What follows belongs to an exercise in optimizing a design on an open flow for small area and a short achievable clock period; a production flow would make more cautious choices.
Function was checked by simulation only, so behaviour that the tests miss may differ from the original.
Power is estimated from default activity; no workload was simulated.

## north
==> module leaf_stream_fifo, before the edit <==
module leaf_stream_fifo #(
  parameter int WIDTH = 32
) (
  input  logic             clk,
  input  logic             ap_rst_n,
  input  logic             flush,
  input  logic             clr,         
  input  logic [WIDTH-1:0] wr_data,
  input  logic             wr_valid,
  output logic             wr_ready,
  output logic [WIDTH-1:0] rd_data,
  output logic             rd_valid,
  input  logic             rd_ready,
  output logic [4:0]       level,
  output logic             pop,
  output logic             valid_next
);
  logic [4:0]       count;
  logic             vld_q;     
  logic             rdy_q;     
  logic             two_q;     
  logic [WIDTH-1:0] head;
  logic [WIDTH-1:0] store [15];
  logic             push;
  logic             ld_in;
  logic             ld_st;
  logic             st_we;
  logic [4:0]       count_d;
  logic [WIDTH-1:0] st_out;
  logic [WIDTH-1:0] head_d;
  assign wr_ready = rdy_q & ~flush;
  assign rd_valid = vld_q;
  assign rd_data  = head;
  assign level    = count;
  assign push  = wr_valid & rdy_q & ~flush;
  assign pop   = vld_q & rd_ready & ~flush;
  assign ld_in = push & (~vld_q | (~two_q & pop));
  assign ld_st = pop & two_q;
  assign st_we = push & ~ld_in;
  always_comb begin
    st_out = '0;
    for (int k = 0; k < 15; k++) begin
      st_out = st_out | ({WIDTH{count == 5'(k + 2)}} & store[k]);
    end
  end
  assign head_d = two_q ? st_out : wr_data;
  always_comb begin
    count_d = count;
    if (flush)            count_d = '0;
    else if (push & ~pop) count_d = count + 5'd1;
    else if (pop & ~push) count_d = count - 5'd1;
  end
  assign valid_next = (count_d != 5'd0);
  always_ff @(posedge clk) begin
    if (ld_in | ld_st) head <= head_d;
  end
  always_ff @(posedge clk) begin
    if (st_we) store[0] <= wr_data;
  end
  for (genvar k = 1; k < 15; k++) begin : g_row
    always_ff @(posedge clk) begin
      if (st_we) store[k] <= store[k-1];
    end
  end
  always_ff @(posedge clk or negedge ap_rst_n) begin
    if (!ap_rst_n) begin
      count <= '0;
      vld_q <= 1'b0;
      rdy_q <= 1'b0;
    end else begin
      count <= count_d;
      vld_q <= (count_d != 5'd0);
      rdy_q <= (count_d != 5'd16);
    end
  end
  always_ff @(posedge clk) begin
    if (clr) begin
      two_q <= 1'b0;
    end else begin
      two_q <= (count_d > 5'd1);
    end
  end
endmodule
export LEC_CHECK = 0
export CAP_MARGIN = 20
export CORE_MARGIN = 2
export CORE_UTILIZATION = 60
export SETUP_SLACK_MARGIN = 1.8
export SLEW_MARGIN = 20
create_clock -name core_clock -period 4.5 [get_ports {clk}]
standard.sh (not shown) runs the stock make flow with config.mk's settings and CLKGATE_MAP_FILE= SYNTH_SCRIPT=/design/flow/synth_recipe.tcl, a recipe that flattens the netlist after the stock synthesis.
==> flow/flow/run.sh <==
#!/bin/bash
set -euo pipefail
cd "$(dirname "$0")/.."
export IO_CONSTRAINTS="$PWD/flow/io.tcl"
export BUFFER_PORTS_ARGS="-buffer_cell sky130_fd_sc_hd__buf_2"
bash standard.sh > standard_flow.log 2>&1
==> flow/flow/io.tcl <==
set_io_pin_constraint -group -order -pin_names {frame_len[0] frame_len[1] frame_len[2] frame_len[3] frame_len[4] frame_len[5] frame_len[6] frame_len[7] Input_TLAST[0] Input_TLAST[1] ack_user2interface[0] flush ack_user2interface[1] Output_TREADY[0] Output_TREADY[1] frame_len[8] frame_len[9] frame_len[10] frame_len[11] frame_len[12] frame_len[13] frame_len[14] frame_len[15]}
--- input diff north..south ---
--- a/flow/design.v
+++ b/flow/design.v
@@ -16,53 +16,54 @@
   output logic             valid_next
 );
   logic [4:0]       count;
   logic             vld_q;     
   logic             rdy_q;     
   logic             two_q;     
+  logic [3:0]       wp, rp;    
   logic [WIDTH-1:0] head;
-  logic [WIDTH-1:0] store [15];
+  logic [WIDTH-1:0] store [1:15];
   logic             push;
   logic             ld_in;
   logic             ld_st;
   logic             st_we;
   logic [4:0]       count_d;
   logic [WIDTH-1:0] st_out;
   logic [WIDTH-1:0] head_d;
+  logic [3:0]       wp_nx, rp_nx;
   assign wr_ready = rdy_q & ~flush;
   assign rd_valid = vld_q;
   assign rd_data  = head;
   assign level    = count;
   assign push  = wr_valid & rdy_q & ~flush;
   assign pop   = vld_q & rd_ready & ~flush;
   assign ld_in = push & (~vld_q | (~two_q & pop));
   assign ld_st = pop & two_q;
   assign st_we = push & ~ld_in;
   always_comb begin
     st_out = '0;
-    for (int k = 0; k < 15; k++) begin
-      st_out = st_out | ({WIDTH{count == 5'(k + 2)}} & store[k]);
+    for (int k = 1; k < 16; k++) begin
+      st_out = st_out | ({WIDTH{rp == 4'(k)}} & store[k]);
     end
   end
   assign head_d = two_q ? st_out : wr_data;
   always_comb begin
     count_d = count;
     if (flush)            count_d = '0;
     else if (push & ~pop) count_d = count + 5'd1;
     else if (pop & ~push) count_d = count - 5'd1;
   end
   assign valid_next = (count_d != 5'd0);
+  assign wp_nx = {wp[2:0], wp[3] ^ wp[2]};
+  assign rp_nx = {rp[2:0], rp[3] ^ rp[2]};
   always_ff @(posedge clk) begin
     if (ld_in | ld_st) head <= head_d;
   end
-  always_ff @(posedge clk) begin
-    if (st_we) store[0] <= wr_data;
-  end
-  for (genvar k = 1; k < 15; k++) begin : g_row
+  for (genvar k = 1; k < 16; k++) begin : g_row
     always_ff @(posedge clk) begin
-      if (st_we) store[k] <= store[k-1];
+      if (st_we && wp == 4'(k)) store[k] <= wr_data;
     end
   end
   always_ff @(posedge clk or negedge ap_rst_n) begin
     if (!ap_rst_n) begin
       count <= '0;
       vld_q <= 1'b0;
@@ -73,14 +74,18 @@
       rdy_q <= (count_d != 5'd16);
     end
   end
   always_ff @(posedge clk) begin
     if (clr) begin
       two_q <= 1'b0;
+      wp    <= 4'd1;
+      rp    <= 4'd1;
     end else begin
       two_q <= (count_d > 5'd1);
+      if (st_we) wp <= wp_nx;
+      if (ld_st) rp <= rp_nx;
     end
   end
 endmodule
 module leaf_stream_bridge #(
   parameter int NUM_IN_PORTS  = 2,
   parameter int NUM_OUT_PORTS = 2,
Findings:
Of the two values seen for most utilized layer in the global route result, met2 was produced by south and met1 by north.
The sequential-to-total area share from yosys stat in south sits 2.3 points below the value recorded for north.
Across south and north, none had a timing, DRC or antenna violation.
Compared with north, south degrades final standard cell area without fillers.
Changes observed in south relative to north: filler-free cell count of the finished design +6.5%; post-CTS clock slew at the launch and capture registers of the worst setup and hold paths ~0 delta; number of multi-input combinational cells in the layout +286.
south vs. north: overall routing resource usage now larger; die extent in x now larger; clock-buffer cell count now larger.

* * *

== alpha ==
Starting RTL as in the previous note.
==> module leaf_stream_bridge, before the edit <==
module leaf_stream_bridge #(
  parameter int NUM_IN_PORTS  = 2,
  parameter int NUM_OUT_PORTS = 2,
  parameter int PAYLOAD_BITS  = 32,
  parameter int FIFO_DEPTH    = 16,
  parameter int CNT_BITS      = $clog2(FIFO_DEPTH) + 1
) (
  input  logic                              clk,
  input  logic                              ap_rst_n,
  input  logic                              flush,
  input  logic [15:0]                       frame_len,
  input  logic [NUM_IN_PORTS*PAYLOAD_BITS-1:0]  dout_leaf_interface2user,
  input  logic [NUM_IN_PORTS-1:0]               vld_interface2user,
  output logic [NUM_IN_PORTS-1:0]               ack_user2interface,
  output logic [NUM_OUT_PORTS*PAYLOAD_BITS-1:0] din_leaf_user2interface,
  output logic [NUM_OUT_PORTS-1:0]              vld_user2interface,
  input  logic [NUM_OUT_PORTS-1:0]              ack_interface2user,
  output logic [NUM_IN_PORTS*PAYLOAD_BITS-1:0]  Input_TDATA,
  output logic [NUM_IN_PORTS-1:0]               Input_TVALID,
  output logic [NUM_IN_PORTS-1:0]               Input_TLAST,
  input  logic [NUM_IN_PORTS-1:0]               Input_TREADY,
  input  logic [NUM_OUT_PORTS*PAYLOAD_BITS-1:0] Output_TDATA,
  input  logic [NUM_OUT_PORTS-1:0]              Output_TVALID,
  output logic [NUM_OUT_PORTS-1:0]              Output_TREADY,
  output logic [NUM_IN_PORTS*CNT_BITS-1:0]  in_level,
  output logic [NUM_OUT_PORTS*CNT_BITS-1:0] out_level
);
  logic rst_done;
  logic clr;
  always_ff @(posedge clk or negedge ap_rst_n) begin
    if (!ap_rst_n) begin
      rst_done <= 1'b0;
    end else begin
      rst_done <= 1'b1;
    end
  end
  assign clr = flush | ~rst_done;
  for (genvar i = 0; i < NUM_IN_PORTS; i++) begin : g_in
    logic        pop;
    logic        valid_next;
    logic        tlast;
    logic [15:0] wnext;
    logic [15:0] wnext_d;
    logic        wnz_d;
    logic        en_d;
    logic [15:1] cmp_n;
    logic        cmp0_hi;
    logic        cmp0_lo;
    logic        match0;
    leaf_stream_fifo #(
      .WIDTH (PAYLOAD_BITS)
    ) u_fifo (
      .clk        (clk),
      .ap_rst_n   (ap_rst_n),
      .flush      (flush),
      .clr        (clr),
      .wr_data    (dout_leaf_interface2user[i*PAYLOAD_BITS +: PAYLOAD_BITS]),
      .wr_valid   (vld_interface2user[i]),
      .wr_ready   (ack_user2interface[i]),
      .rd_data    (Input_TDATA[i*PAYLOAD_BITS +: PAYLOAD_BITS]),
      .rd_valid   (Input_TVALID[i]),
      .rd_ready   (Input_TREADY[i]),
      .level      (in_level[i*CNT_BITS +: CNT_BITS]),
      .pop        (pop),
      .valid_next (valid_next)
    );
    assign match0 = frame_len[0] ? cmp0_hi : cmp0_lo;
    assign tlast  = match0 & ((frame_len[15:1] ^ cmp_n) == 15'h7fff);
    assign Input_TLAST[i] = tlast;
    always_comb begin
      wnext_d = wnext;
      if (clr)      wnext_d = 16'd1;
      else if (pop) wnext_d = tlast ? 16'd1 : wnext + 16'd1;
    end
    assign wnz_d = clr | (pop ? (tlast | ~(&wnext)) : (|wnext));
    assign en_d  = valid_next & wnz_d;
    always_ff @(posedge clk) begin
      wnext <= wnext_d;
      cmp_n <= ~wnext_d[15:1];
    end
    always_ff @(posedge clk or negedge ap_rst_n) begin
      if (!ap_rst_n) begin
        cmp0_hi <= 1'b0;
        cmp0_lo <= 1'b0;
      end else begin
        cmp0_hi <= en_d & wnext_d[0];
        cmp0_lo <= en_d & ~wnext_d[0];
      end
    end
  end
  for (genvar j = 0; j < NUM_OUT_PORTS; j++) begin : g_out
    logic pop;
    logic valid_next;
    leaf_stream_fifo #(
      .WIDTH (PAYLOAD_BITS)
    ) u_fifo (
      .clk        (clk),
      .ap_rst_n   (ap_rst_n),
      .flush      (flush),
      .clr        (clr),
      .wr_data    (Output_TDATA[j*PAYLOAD_BITS +: PAYLOAD_BITS]),
      .wr_valid   (Output_TVALID[j]),
      .wr_ready   (Output_TREADY[j]),
      .rd_data    (din_leaf_user2interface[j*PAYLOAD_BITS +: PAYLOAD_BITS]),
      .rd_valid   (vld_user2interface[j]),
      .rd_ready   (ack_interface2user[j]),
      .level      (out_level[j*CNT_BITS +: CNT_BITS]),
      .pop        (pop),
      .valid_next (valid_next)
    );
  end
endmodule
==> flow/config.mk <==
export PLATFORM = sky130hd
export DESIGN_NAME = leaf_stream_bridge
export DESIGN_NICKNAME = leaf_stream_bridge
export VERILOG_FILES = /design/flow/design.v
export SDC_FILE = /design/flow/constraint.sdc
export NUM_CORES = 4
export LEC_CHECK = 0
export CAP_MARGIN = 20
export CORE_MARGIN = 2
export CORE_UTILIZATION = 66
export CTS_CLUSTER_DIAMETER = 70
export CTS_CLUSTER_SIZE = 25
export SETUP_SLACK_MARGIN = 1.6
export SLEW_MARGIN = 20
==> flow/constraint.sdc <==
create_clock -name core_clock -period 4.5 [get_ports {clk}]
set_input_delay 0.9000 -clock core_clock [delete_from_list [all_inputs] [get_ports {clk}]]
set_output_delay 0.9000 -clock core_clock [all_outputs]
set_load 0.01 [all_outputs]
Scripts as last shown in full above: flow/flow/run.sh, flow/flow/io.tcl
alpha did not stop at any stage, and its layout met the timing, DRC and antenna checks.
Relative to alpha, the following input files were edited for beta:
diff --git a/flow/design.v b/flow/design.v
--- a/flow/design.v
+++ b/flow/design.v
@@ -148,8 +148,8 @@
       .valid_next (valid_next)
     );
     assign match0 = frame_len[0] ? cmp0_hi : cmp0_lo;
-    assign tlast  = match0 & ((frame_len[15:1] ^ cmp_n) == 15'h7fff);
-    assign Input_TLAST[i] = tlast;
+    assign Input_TLAST[i] = match0 & ((frame_len[15:1] ^ cmp_n) == 15'h7fff);
+    assign tlast = (cmp0_hi | cmp0_lo) & (frame_len == wnext);
     always_comb begin
       wnext_d = wnext;
       if (clr)      wnext_d = 16'd1;
==> run notes <==
| final area | beta vs alpha | worse |. alpha has a higher fraction of area in registers than beta. beta vs alpha — combinational power climbed by a little under 10%. For the area added between synthesis and finish, beta came in 0.29 points higher than alpha did. Post-synth design cell area delta for beta relative to alpha: 0.88% higher. Summary of beta over alpha: die area moved up, post-route minimum period down 27 ps. beta: done, clean on timing, DRC and antenna. alpha -> beta: final wirelength increased slightly. Looking at number of buffers and inverters on the critical path across alpha and beta, the one that comes out lower is alpha. Non-clock buffer count (beta over alpha): increase, about 7.5%. Between beta and alpha, it is beta whose part of the power in the clock network is lower, by 0.6 points.

==> re-timing with driven ports <==
In the flow no input, the clock included, has a driving cell. The finished layouts below were timed again as built, in two steps. Step 1: set_driving_cell puts a clkbuf_16 on clk and a buf_2 on each other input, an assumption about the parent block. Step 2 adds t to the input delays and takes it off the output delays; t is the mean of the earliest and latest rising clock arrival at the registers after step 1. Input paths then give back, and output paths get back, about the clock's delay inside the block. Slacks: ideal / step 1 / step 2; pairs: ideal / step 1.
| run | t (ns) | setup WS [ns] | hold WS [ns] | worst setup path after step 2 |
|---|---|---|---|---|
| north | 0.865 | 1.567 / 1.494 / 0.987 | 0.206 / 0.214 / 0.431 | input to register |
| south | 0.905 | 1.585 / 1.498 / 1.196 | 0.159 / 0.204 / 0.499 | input to register |
| alpha | 0.835 | 1.568 / 1.494 / 1.197 | 0.215 / 0.238 / 0.444 | input to register |
| beta | 0.814 | 1.595 / 1.548 / 1.129 | 0.233 / 0.247 / 0.436 | input to register |
After both steps setup and hold are still met in every run listed. The setup slack of north, which loses most, moves by -0.073 ns with the drivers and by -0.580 ns with both steps.
